What follows belongs to an exercise in optimizing a design on an open flow for small area and a short achievable clock period; a production flow would make more cautious choices. RTL that was checked went through simulation tests only; none was proved equivalent to the original.

==> 12-25: inputs <==
## csv_record_parse_and_hash
module csv_record_parse_and_hash #(
  parameter int NUM_BUCKETS = crph_pkg::NUM_BUCKETS_DEF
) (
  input  logic         clk,
  input  logic         rst_n,
  input  logic         in_tvalid,
  output logic         in_tready,
  input  logic [7:0]   in_tdata,    
  input  logic         in_tlast,    
  output logic         out_tvalid,
  input  logic         out_tready,
  output logic [103:0] out_tdata,   
  output logic [1:0]   out_tuser    
);
export LEC_CHECK = 0
export CAP_MARGIN = 20
export CORE_MARGIN = 2
export CORE_UTILIZATION = 60
export CTS_BUF_LIST = sky130_fd_sc_hd__clkbuf_4 sky130_fd_sc_hd__clkbuf_8
export PLACE_DENSITY = 0.75
export SETUP_SLACK_MARGIN = 1.5
export SLEW_MARGIN = 20
create_clock -name core_clock -period 5.5 [get_ports {clk}]
standard.sh (not shown) runs the stock make flow with config.mk's settings and CLKGATE_MAP_FILE= SYNTH_SCRIPT=/design/flow/synth_recipe.tcl, a recipe that flattens the netlist after the stock synthesis.
==> flow/flow/run.sh <==
#!/bin/bash
# The standard layout (standard.sh), with the port buffers made of the smallest
# plain buffer instead of the resizer's default choice. Every input and output
# port still gets its own buffer.
set -euo pipefail
export BUFFER_PORTS_ARGS="-buffer_cell sky130_fd_sc_hd__buf_1"
bash standard.sh > standard_flow.log 2>&1
==> inputs of 12-26, as changes to 12-25 <==
--- a/flow/design.v
+++ b/flow/design.v
@@ -37,27 +37,35 @@
   input  logic [7:0]   in_tdata,    
   input  logic         in_tlast,    
   output logic         out_tvalid,
   input  logic         out_tready,
   output logic [103:0] out_tdata,   
   output logic [1:0]   out_tuser    
 );
+  localparam logic [2:0] S_START      = 3'd0;
+  localparam logic [2:0] S_RANK       = 3'd1;
+  localparam logic [2:0] S_OPEN_CITY  = 3'd2;
+  localparam logic [2:0] S_CITY       = 3'd3;
+  localparam logic [2:0] S_AFTER_CITY = 3'd4;
+  localparam logic [2:0] S_POP_OPEN   = 3'd5;
+  localparam logic [2:0] S_POP        = 3'd6;
+  localparam logic [2:0] S_SKIP       = 3'd7;
   logic        skid_v;           
   logic [7:0]  skid_b;
   logic        skid_l;
   logic        out_v;            
   logic        out_acc;          
   logic        out_err;          
   logic        out_gp;           
   logic        out_gc;           
   logic [19:0] q_rank;           
   logic        q_rsat;           
   logic [31:0] q_pop;
   logic        q_psat;           
-  logic        s_start, s_rank, s_ocity, s_city, s_acity, s_popen, s_pop, s_skip;
+  logic [2:0]  state;
   logic [19:0] rank;             
   logic        rank_sat;
   logic [15:0] acc_lo;
   logic [15:0] acc_hi;
   logic [3:0]  acc_c;            
   logic        acc_hp;           
   logic        acc_sat;          
@@ -70,80 +78,104 @@
   logic        cpend;            
   logic       ob_free;
   logic [7:0] b;
   logic       last;
   logic       bv;
   logic       is_digit, is_comma, is_quote, is_paren;
   logic [3:0] digit;
+  logic [2:0] state_nxt;
   logic       emit;
   logic       acc_word;
   logic       city_word;
   logic       commit;
   assign ob_free = !out_v || out_tready;
   assign b       = skid_v ? skid_b : in_tdata;
   assign last    = skid_v ? skid_l : in_tlast;
   assign bv      = skid_v || in_tvalid;
   assign is_digit = (b[7:4] == 4'h3) && (b[3:0] <= 4'd9);
   assign is_comma = (b == crph_pkg::CH_COMMA);
   assign is_quote = (b == crph_pkg::CH_QUOTE);
   assign is_paren = (b == crph_pkg::CH_PAREN);
   assign digit    = b[3:0];
-  logic go_rank, go_ocity, go_city, go_acity, go_popen, go_pop, stay_city;
-  assign go_rank   = is_digit && (s_start || s_rank);
-  assign go_ocity  = is_comma && s_rank;
-  assign go_city   = is_quote && s_ocity;
-  assign stay_city = !is_quote && s_city;
-  assign go_acity  = is_quote && s_city;
-  assign go_popen  = is_comma && s_acity;
-  assign go_pop    = (is_quote && s_popen) || ((is_digit || is_comma) && s_pop);
-  assign acc_word  = (is_paren && s_popen) || (is_quote && s_pop);
-  assign city_word = !last && stay_city;
-  assign emit      = last ? !s_skip
-                          : !(go_rank || go_ocity || go_city || go_acity || go_popen || go_pop || s_skip);
+  always_comb begin
+    state_nxt = S_SKIP;
+    emit      = 1'b1;
+    acc_word  = 1'b0;
+    city_word = 1'b0;
+    unique case (state)
+      S_START: if (is_digit) begin
+        state_nxt = S_RANK; emit = 1'b0;
+      end
+      S_RANK: if (is_digit) begin
+        state_nxt = S_RANK; emit = 1'b0;
+      end else if (is_comma) begin
+        state_nxt = S_OPEN_CITY; emit = 1'b0;
+      end
+      S_OPEN_CITY: if (is_quote) begin
+        state_nxt = S_CITY; emit = 1'b0;
+      end
+      S_CITY: if (is_quote) begin
+        state_nxt = S_AFTER_CITY; emit = 1'b0;
+      end else begin
+        state_nxt = S_CITY; city_word = 1'b1;
+      end
+      S_AFTER_CITY: if (is_comma) begin
+        state_nxt = S_POP_OPEN; emit = 1'b0;
+      end
+      S_POP_OPEN: if (is_quote) begin
+        state_nxt = S_POP; emit = 1'b0;
+      end else if (is_paren) begin
+        acc_word = 1'b1;
+      end
+      S_POP: if (is_digit || is_comma) begin
+        state_nxt = S_POP; emit = 1'b0;
+      end else if (is_quote) begin
+        acc_word = 1'b1;
+      end
+      default: emit = 1'b0;
+    endcase
+    if (last) begin
+      state_nxt = S_START;
+      if (state != S_SKIP) begin
+        emit      = 1'b1;
+        city_word = 1'b0;
+      end
+    end
+  end
   assign commit = bv && (ob_free || !emit);
   always_ff @(posedge clk) begin
     if (!rst_n) begin
       skid_v <= 1'b0;
       out_v  <= 1'b0;
-      s_start <= 1'b1;
-      {s_rank, s_ocity, s_city, s_acity, s_popen, s_pop, s_skip} <= '0;
+      state  <= S_START;
     end else begin
       skid_v <= bv && emit && !ob_free;
       if (ob_free) out_v <= bv && emit;
-      if (commit) begin
-        s_start <= last;
-        s_rank  <= !last && go_rank;
-        s_ocity <= !last && go_ocity;
-        s_city  <= !last && (go_city || stay_city);
-        s_acity <= !last && go_acity;
-        s_popen <= !last && go_popen;
-        s_pop   <= !last && go_pop;
-        s_skip  <= !last && !(go_rank || go_ocity || go_city || stay_city || go_acity || go_popen || go_pop);
-      end
+      if (commit) state <= state_nxt;
     end
   end
   logic        acc_clr;          
   logic        acc_step;         
   logic        acc_aux;          
   logic [19:0] lo_mul;
   logic [19:0] hi_mul;
   logic [15:0] hi_eff;
   logic        sat_eff;
-  assign acc_clr  = !rst_n || (commit && (last || s_popen));
-  assign acc_step = commit && is_digit && (s_start || s_rank || s_pop);
-  assign acc_aux  = s_city || s_acity;
+  assign acc_clr  = !rst_n || (commit && (last || state == S_POP_OPEN));
+  assign acc_step = commit && is_digit && (state == S_START || state == S_RANK || state == S_POP);
+  assign acc_aux  = (state == S_CITY) || (state == S_AFTER_CITY);
   logic [19:0] lo_x10, lo_x10p;
   logic [4:0]  lo_low;
   assign lo_x10   = (20'(acc_lo) << 3) + (20'(acc_lo) << 1);
   assign lo_x10p  = (20'(acc_lo) << 3) + (20'(acc_lo) << 1) + 20'd16;
   assign lo_low   = {1'b0, lo_x10[3:0]} + {1'b0, digit};
   assign lo_mul   = {lo_low[4] ? lo_x10p[19:4] : lo_x10[19:4], lo_low[3:0]};
   assign hi_mul   = (20'(acc_hi) << 3) + (20'(acc_hi) << 1) + 20'(acc_c);
   assign hi_eff   = acc_hp ? hi_mul[15:0] : acc_hi;
-  assign sat_eff  = acc_sat || (acc_hp && (acc_hi > 16'd6553 || (acc_hi == 16'd6553 && acc_c >= 4'd6)));
+  assign sat_eff  = acc_sat || (acc_hp && hi_mul[19:16] != 4'd0);
   logic [7:0] cbyte;
   logic [4:0] c_h;
   logic [4:0] c25;
   logic [5:0] c_t;
   logic [6:0] c_t25, c_t50;
   always_comb begin
     unique case (cbyte[7:5])
@@ -171,15 +203,15 @@
   logic [4:0] k;
   assign a16   = px[8:5];
   assign a25   = px[4:0];
   assign b16   = acc_lo[8:5];
   assign b25   = acc_lo[4:0];
   assign sq_s  = 6'(a25) + 6'(b25);
   assign sq_d  = 6'(a25) - 6'(b25);
-  assign p_r16 = 4'(a16 * b16);
+  assign p_r16 = acc_lo[13:10];
   always_comb begin
     unique case (sq_s)
       6'd0: sq_fs = 5'd0;
       6'd1: sq_fs = 5'd9;
       6'd2: sq_fs = 5'd11;
       6'd3: sq_fs = 5'd6;
       6'd4: sq_fs = 5'd19;
@@ -344,82 +376,77 @@
       (p_r16 == 4'd15);
   assign r16_h[4] = (p_r16 == 4'd2) |
       (p_r16 == 4'd4) |
       (p_r16 == 4'd6) |
       (p_r16 == 4'd9) |
       (p_r16 == 4'd11) |
       (p_r16 == 4'd13);
-  logic [5:0] sq_fdh;
-  assign sq_fdh = 6'(sq_fd) + 6'(r16_h);
-  assign k_t   = 7'(acc_lo[10:6]) - 7'(acc_lo[5:0]);
+  assign k_t   = 7'(acc_lo[9:5]) - 7'(acc_lo[4:0]) - 7'(r16_h);
   assign k_t25 = k_t + 7'd25;
   assign k_t50 = k_t + 7'd50;
   assign k     = !k_t[6] ? k_t[4:0] : !k_t25[6] ? k_t25[4:0] : k_t50[4:0];
   always_ff @(posedge clk) begin
     acc_hp <= acc_step && !acc_clr;
     if (acc_step && !acc_clr) begin
       acc_lo <= lo_mul[15:0];
       acc_c  <= lo_mul[19:16];
     end else if (acc_clr) begin
       acc_lo <= '0;
     end else if (acc_aux && p2_r) begin
-      acc_lo[14:0] <= {p_r16, sq_fs, sq_fdh};
+      acc_lo[13:0] <= {4'(a16 * b16), sq_fs, sq_fd};
     end else if (acc_aux && cb_r && !cpend && len == 10'd1) begin
       acc_lo[8:0] <= {cbyte[3:0], c25};
     end
     if (acc_clr) begin
       acc_hi  <= '0;
       acc_sat <= 1'b0;
     end else begin
       acc_hi  <= hi_eff;
       acc_sat <= sat_eff;
     end
-    if (s_rank) begin
+    if (state == S_RANK) begin
       rank     <= {hi_eff[3:0], acc_lo};
-      rank_sat <= sat_eff || (acc_hp ? (acc_hi >= 16'd2 || (acc_hi == 16'd1 && acc_c >= 4'd6))
-                                     : acc_hi >= 16'd16);
+      rank_sat <= sat_eff || hi_eff[15:4] != 12'd0;
     end
   end
-  logic [8:0]  sum_base;
-  logic [9:0]  sum_add;
-  logic [10:0] sum_sub;          
-  assign sum_base = cpend ? 9'd0 : sum;
-  assign sum_add  = 10'(sum_base) + 10'(cbyte);
-  assign sum_sub  = 11'(sum_base) + 11'(cbyte) - 11'd400;
+  logic [9:0] sum_add;
+  logic [6:0] sum_sub;           
+  assign sum_add = 10'(cpend ? 9'd0 : sum) + 10'(cbyte);
+  assign sum_sub = {1'b0, sum_add[9:4]} - 7'd25;
   always_ff @(posedge clk) begin
-    cb_r <= commit && stay_city;
+    cb_r <= commit && state == S_CITY && !is_quote;
     p2_r <= cb_r && !cpend && len == 10'd1;
     p3_r <= p2_r;
-    if (commit && s_ocity) begin
+    if (commit && state == S_OPEN_CITY) begin
       cpend <= 1'b1;
     end else if (cb_r) begin
       cpend <= 1'b0;
     end
     if (cb_r) begin
       if (cpend) len <= 10'd1;
       else if (len != crph_pkg::LEN_MAX) len <= len + 10'd1;
-      sum <= sum_sub[10] ? sum_add[8:0] : sum_sub[8:0];
+      sum <= sum_sub[6] ? sum_add[8:0] : {sum_sub[4:0], sum_add[3:0]};
     end
     if (cb_r && cpend) begin
       px <= {cbyte[3:0], c25};
     end else if (p3_r) begin
-      px <= {acc_lo[14:11], k};
+      px <= {p_r16, k};
     end
   end
   always_ff @(posedge clk) begin
     if (!skid_v) begin
       skid_b <= in_tdata;
       skid_l <= in_tlast;
     end
     if (ob_free) begin
       out_acc <= acc_word;
       out_err <= !acc_word && !city_word;
-      out_gp  <= acc_word && s_pop;
+      out_gp  <= acc_word && (state == S_POP);
       out_gc  <= acc_word && !cpend;
-      q_rank  <= {rank[19:8], s_city ? b : rank[7:0]};
+      q_rank  <= {rank[19:8], (state == S_CITY) ? b : rank[7:0]};
       q_rsat  <= rank_sat;
       q_pop   <= {hi_eff, acc_lo};
       q_psat  <= sat_eff;
     end
   end
   logic [5:0] len_m800;           
   logic [6:0] len_m400;           
==> flow/flow/run.sh (replaced) <==
#!/bin/bash
# The standard layout (standard.sh), with the port buffers made of the smallest
# plain buffer instead of the resizer's default choice. Every input and output
# port still gets its own buffer.
set -euo pipefail
export BUFFER_PORTS_ARGS="-buffer_cell sky130_fd_sc_hd__buf_1"
export RECOVER_POWER=100
bash standard.sh > standard_flow.log 2>&1
--- a/flow/config.mk
+++ b/flow/config.mk
@@ -6,9 +6,9 @@
 export NUM_CORES = 4
 export LEC_CHECK = 0
 export CAP_MARGIN = 20
 export CORE_MARGIN = 2
 export CORE_UTILIZATION = 60
 export CTS_BUF_LIST = sky130_fd_sc_hd__clkbuf_4 sky130_fd_sc_hd__clkbuf_8
 export PLACE_DENSITY = 0.75
-export SETUP_SLACK_MARGIN = 1.5
+export SETUP_SLACK_MARGIN = 2.0
 export SLEW_MARGIN = 20
==> run summary <==
item                                                                                                             12-26       12-25
Unique cell type count in the Yosys netlist                                                                         94         102
Clock Network Area Fraction                                                                                      3.04%       2.53%
Clock buffers                                                                                                       17          18
Run status                                                                                             failed layout checks  timing/DRC/antenna clean
Reasons for failing layout checks                                      max-capacitance violations, max-slew violations           -
Number of instances in the placed design                                                                         1,673       1,708
Overall via count from detail_route                                                                             10,700      10,900
DP HPWL                                                                                                      23,000 µm   24,300 µm
Share of cells above drive strength 1                                                                            11.3%       11.7%
Proportion of final cell area spent on non-clock buffers                                                         6.40%       5.31%
Weighted congestion at the end of routability-driven global placement                                            0.928       0.968
Met3 track utilization from global routing                                                                       4.60%       4.58%
Sequential share of cell area                                                                                    31.8%       31.9%
Number of ordinary inverters in the final layout                                                                    74          81
For 12-25, only the layout was checked, not whether the RTL still works.

========
==> inputs of trial 55 <==
csv_record_parse_and_hash with an RTL version that a note above also has.
export LEC_CHECK = 0
export CAP_MARGIN = 20
export CORE_MARGIN = 2
export CORE_UTILIZATION = 60
export CTS_BUF_LIST = sky130_fd_sc_hd__clkbuf_4 sky130_fd_sc_hd__clkbuf_8
export PLACE_DENSITY = 0.75
export SETUP_SLACK_MARGIN = 2.0
export SLEW_MARGIN = 20
create_clock -name core_clock -period 5.5 [get_ports {clk}]
==> flow/flow/run.sh <==
#!/bin/bash
# The standard layout (standard.sh), with the port buffers made of the smallest
# plain buffer instead of the resizer's default choice. Every input and output
# port still gets its own buffer.
set -euo pipefail
export BUFFER_PORTS_ARGS="-buffer_cell sky130_fd_sc_hd__buf_1"
bash standard.sh > standard_flow.log 2>&1
==> build 94 (differences from trial 55) <==
--- a/flow/design.v
+++ b/flow/design.v
@@ -160,18 +160,15 @@
   logic [19:0] hi_mul;
   logic [15:0] hi_eff;
   logic        sat_eff;
   assign acc_clr  = !rst_n || (commit && (last || state == S_POP_OPEN));
   assign acc_step = commit && is_digit && (state == S_START || state == S_RANK || state == S_POP);
   assign acc_aux  = (state == S_CITY) || (state == S_AFTER_CITY);
-  logic [19:0] lo_x10, lo_x10p;
-  logic [4:0]  lo_low;
+  logic [19:0] lo_x10;
   assign lo_x10   = (20'(acc_lo) << 3) + (20'(acc_lo) << 1);
-  assign lo_x10p  = (20'(acc_lo) << 3) + (20'(acc_lo) << 1) + 20'd16;
-  assign lo_low   = {1'b0, lo_x10[3:0]} + {1'b0, digit};
-  assign lo_mul   = {lo_low[4] ? lo_x10p[19:4] : lo_x10[19:4], lo_low[3:0]};
+  assign lo_mul   = lo_x10 + 20'(digit);
   assign hi_mul   = (20'(acc_hi) << 3) + (20'(acc_hi) << 1) + 20'(acc_c);
   assign hi_eff   = acc_hp ? hi_mul[15:0] : acc_hi;
   assign sat_eff  = acc_sat || (acc_hp && hi_mul[19:16] != 4'd0);
   logic [7:0] cbyte;
   logic [4:0] c_h;
   logic [4:0] c25;
Settings changed: CTS_BUF_LIST sky130_fd_sc_hd__clkbuf_4 sky130_fd_sc_hd__clkbuf_8 to not set, SETUP_SLACK_MARGIN 2.0 to 1.5.
==> trial 80 (differences from trial 55) <==
--- a/flow/design.v
+++ b/flow/design.v
@@ -54,12 +54,13 @@
   logic        skid_l;
   logic        out_v;            
   logic        out_acc;          
   logic        out_err;          
   logic        out_gp;           
   logic        out_gc;           
+  logic        out_gx;           
   logic [19:0] q_rank;           
   logic        q_rsat;           
   logic [31:0] q_pop;
   logic        q_psat;           
   logic [2:0]  state;
   logic [19:0] rank;             
@@ -168,13 +169,13 @@
   assign lo_x10   = (20'(acc_lo) << 3) + (20'(acc_lo) << 1);
   assign lo_x10p  = (20'(acc_lo) << 3) + (20'(acc_lo) << 1) + 20'd16;
   assign lo_low   = {1'b0, lo_x10[3:0]} + {1'b0, digit};
   assign lo_mul   = {lo_low[4] ? lo_x10p[19:4] : lo_x10[19:4], lo_low[3:0]};
   assign hi_mul   = (20'(acc_hi) << 3) + (20'(acc_hi) << 1) + 20'(acc_c);
   assign hi_eff   = acc_hp ? hi_mul[15:0] : acc_hi;
-  assign sat_eff  = acc_sat || (acc_hp && hi_mul[19:16] != 4'd0);
+  assign sat_eff  = acc_sat || (acc_hp && (acc_hi > 16'd6553 || (acc_hi == 16'd6553 && acc_c >= 4'd6)));
   logic [7:0] cbyte;
   logic [4:0] c_h;
   logic [4:0] c25;
   logic [5:0] c_t;
   logic [6:0] c_t25, c_t50;
   always_comb begin
@@ -200,17 +201,17 @@
   logic [4:0] sq_fs, sq_fd, r16_h;
   logic [6:0] k_t;
   logic [6:0] k_t25, k_t50;
   logic [4:0] k;
   assign a16   = px[8:5];
   assign a25   = px[4:0];
-  assign b16   = acc_lo[8:5];
+  assign b16   = cbyte[3:0];
   assign b25   = acc_lo[4:0];
   assign sq_s  = 6'(a25) + 6'(b25);
   assign sq_d  = 6'(a25) - 6'(b25);
-  assign p_r16 = acc_lo[13:10];
+  assign p_r16 = 4'(a16 * b16);
   always_comb begin
     unique case (sq_s)
       6'd0: sq_fs = 5'd0;
       6'd1: sq_fs = 5'd9;
       6'd2: sq_fs = 5'd11;
       6'd3: sq_fs = 5'd6;
@@ -377,74 +378,79 @@
   assign r16_h[4] = (p_r16 == 4'd2) |
       (p_r16 == 4'd4) |
       (p_r16 == 4'd6) |
       (p_r16 == 4'd9) |
       (p_r16 == 4'd11) |
       (p_r16 == 4'd13);
-  assign k_t   = 7'(acc_lo[9:5]) - 7'(acc_lo[4:0]) - 7'(r16_h);
+  assign k_t   = 7'(acc_lo[9:5]) - 7'(acc_lo[4:0]) - 7'(acc_lo[14:10]);
   assign k_t25 = k_t + 7'd25;
   assign k_t50 = k_t + 7'd50;
   assign k     = !k_t[6] ? k_t[4:0] : !k_t25[6] ? k_t25[4:0] : k_t50[4:0];
   always_ff @(posedge clk) begin
     acc_hp <= acc_step && !acc_clr;
     if (acc_step && !acc_clr) begin
       acc_lo <= lo_mul[15:0];
       acc_c  <= lo_mul[19:16];
     end else if (acc_clr) begin
       acc_lo <= '0;
     end else if (acc_aux && p2_r) begin
-      acc_lo[13:0] <= {4'(a16 * b16), sq_fs, sq_fd};
+      acc_lo[9:0] <= {sq_fs, sq_fd};
     end else if (acc_aux && cb_r && !cpend && len == 10'd1) begin
-      acc_lo[8:0] <= {cbyte[3:0], c25};
+      acc_lo[14:10] <= r16_h;
+      acc_lo[4:0]   <= c25;
     end
     if (acc_clr) begin
       acc_hi  <= '0;
       acc_sat <= 1'b0;
     end else begin
       acc_hi  <= hi_eff;
       acc_sat <= sat_eff;
     end
     if (state == S_RANK) begin
       rank     <= {hi_eff[3:0], acc_lo};
-      rank_sat <= sat_eff || hi_eff[15:4] != 12'd0;
+      rank_sat <= sat_eff || (acc_hp ? (acc_hi >= 16'd2 || (acc_hi == 16'd1 && acc_c >= 4'd6))
+                                     : acc_hi >= 16'd16);
     end
   end
-  logic [9:0] sum_add;
-  logic [6:0] sum_sub;           
-  assign sum_add = 10'(cpend ? 9'd0 : sum) + 10'(cbyte);
-  assign sum_sub = {1'b0, sum_add[9:4]} - 7'd25;
+  logic [8:0]  sum_base;
+  logic [9:0]  sum_add;
+  logic [10:0] sum_sub;          
+  assign sum_base = cpend ? 9'd0 : sum;
+  assign sum_add  = 10'(sum_base) + 10'(cbyte);
+  assign sum_sub  = 11'(sum_base) + 11'(cbyte) - 11'd400;
   always_ff @(posedge clk) begin
     cb_r <= commit && state == S_CITY && !is_quote;
     p2_r <= cb_r && !cpend && len == 10'd1;
     p3_r <= p2_r;
     if (commit && state == S_OPEN_CITY) begin
       cpend <= 1'b1;
     end else if (cb_r) begin
       cpend <= 1'b0;
     end
     if (cb_r) begin
       if (cpend) len <= 10'd1;
       else if (len != crph_pkg::LEN_MAX) len <= len + 10'd1;
-      sum <= sum_sub[6] ? sum_add[8:0] : {sum_sub[4:0], sum_add[3:0]};
+      sum <= sum_sub[10] ? sum_add[8:0] : sum_sub[8:0];
     end
     if (cb_r && cpend) begin
       px <= {cbyte[3:0], c25};
+    end else if (cb_r && len == 10'd1) begin
+      px[8:5] <= p_r16;
     end else if (p3_r) begin
-      px <= {p_r16, k};
+      px[4:0] <= k;
     end
   end
   always_ff @(posedge clk) begin
-    if (!skid_v) begin
-      skid_b <= in_tdata;
-      skid_l <= in_tlast;
-    end
+    skid_b <= b;
+    skid_l <= last;
     if (ob_free) begin
       out_acc <= acc_word;
       out_err <= !acc_word && !city_word;
       out_gp  <= acc_word && (state == S_POP);
       out_gc  <= acc_word && !cpend;
+      out_gx  <= acc_word && !cpend && len[9:1] != 9'd0;
       q_rank  <= {rank[19:8], (state == S_CITY) ? b : rank[7:0]};
       q_rsat  <= rank_sat;
       q_pop   <= {hi_eff, acc_lo};
       q_psat  <= sat_eff;
     end
   end
@@ -453,20 +459,20 @@
   logic [8:0] len_idx;
   assign len_m800 = {1'b0, len[9:5]} - 6'd25;
   assign len_m400 = {1'b0, len[9:4]} - 7'd25;
   assign len_idx  = !len_m800[5] ? {len_m800[3:0], len[4:0]} :
                     !len_m400[6] ? {len_m400[4:0], len[3:0]} : len[8:0];
   logic [8:0] prod_idx;
-  assign prod_idx = (len[9:1] == 9'd0) ? 9'd0 : {px[4:0], px[8:5]};
+  assign prod_idx = {px[4:0], px[8:5]};
   logic out_city;
   assign out_city = !out_acc && !out_err;
   assign in_tready  = !skid_v;
   assign out_tvalid = out_v;
   assign out_tuser  = {out_err, out_acc};
   assign out_tdata  = {7'd0,
-                       prod_idx    & {9{out_gc}},
+                       prod_idx    & {9{out_gx}},
                        sum         & {9{out_gc}},
                        len_idx     & {9{out_gc}},
                        len         & {10{out_gc}},
                        (q_pop  | {32{q_psat}}) & {32{out_gp}},
                        (q_rank | {20{q_rsat}}) & {20{out_acc}},
                        q_rank[7:0] & {8{out_city}}};
Settings changed: TNS_END_PERCENT set to 10.
==> results_dict.tcl <==
set metrics [dict create \
    status "finished clean" \
    cts.sinks 163 \
    route.met3.wl_mm 1.887 \
    cp_slowest_cell "edfxtp_1" \
    post-route-util_pct 69.42 \
    synthSimpleGateAreaFrac_pct 16.21 \
    synth_edf_count 127 \
    leakage_nw 5.899 \
]
Source of the figures above: trial 55

==> results_dict.tcl <==
set metrics [dict create \
    status "finished clean" \
    leakage_nw 5.979 \
    post-route-util_pct 67.48 \
    cp_slowest_cell "fa_2" \
    route.met3.wl_mm 1.926 \
]
Source of the figures above: trial 80

==> results_dict.tcl <==
set metrics [dict create \
    leakage_nw 5.813 \
    route.met3.wl_mm 2.292 \
    synthSimpleGateAreaFrac_pct 16.61 \
    status "finished clean" \
    post-route-util_pct 67.61 \
    synth_edf_count 127 \
    cp_slowest_cell "fa_1" \
]
Source of the figures above: build 94

For build 94 and trial 80, only the layout was checked, not whether the RTL still works.

-- re-timing with driven ports --
The flow's constraints put no driver on any port. The routed layouts listed below were extracted and timed again, unchanged, in two steps.
Step 1 assumes that a clkbuf_16 drives the clock port and a buf_2 every other input.
Step 2 also shifts input and output timing later by t, the mid clock arrival at the registers, as if the neighbouring blocks saw the same clock.
Slacks: ideal ports / drivers / drivers and shift; pairs: ideal ports / drivers.
run	t (ns)	setup WS [ns]	hold WS [ns]
12-25	0.507	1.455 / 1.455 / 1.455	0.406 / 0.406 / 0.406
12-26	0.512	1.378 / 1.378 / 1.193	0.407 / 0.407 / 0.407
trial 55	0.512	1.995 / 1.995 / 1.665	0.406 / 0.406 / 0.406
build 94	0.479	1.675 / 1.700 / 1.221	0.372 / 0.372 / 0.372
trial 80	0.504	1.923 / 1.923 / 1.705	0.421 / 0.421 / 0.421
For build 94, which loses most, drivers alone change the setup slack by +0.025 ns; drivers and shift together by -0.454 ns.
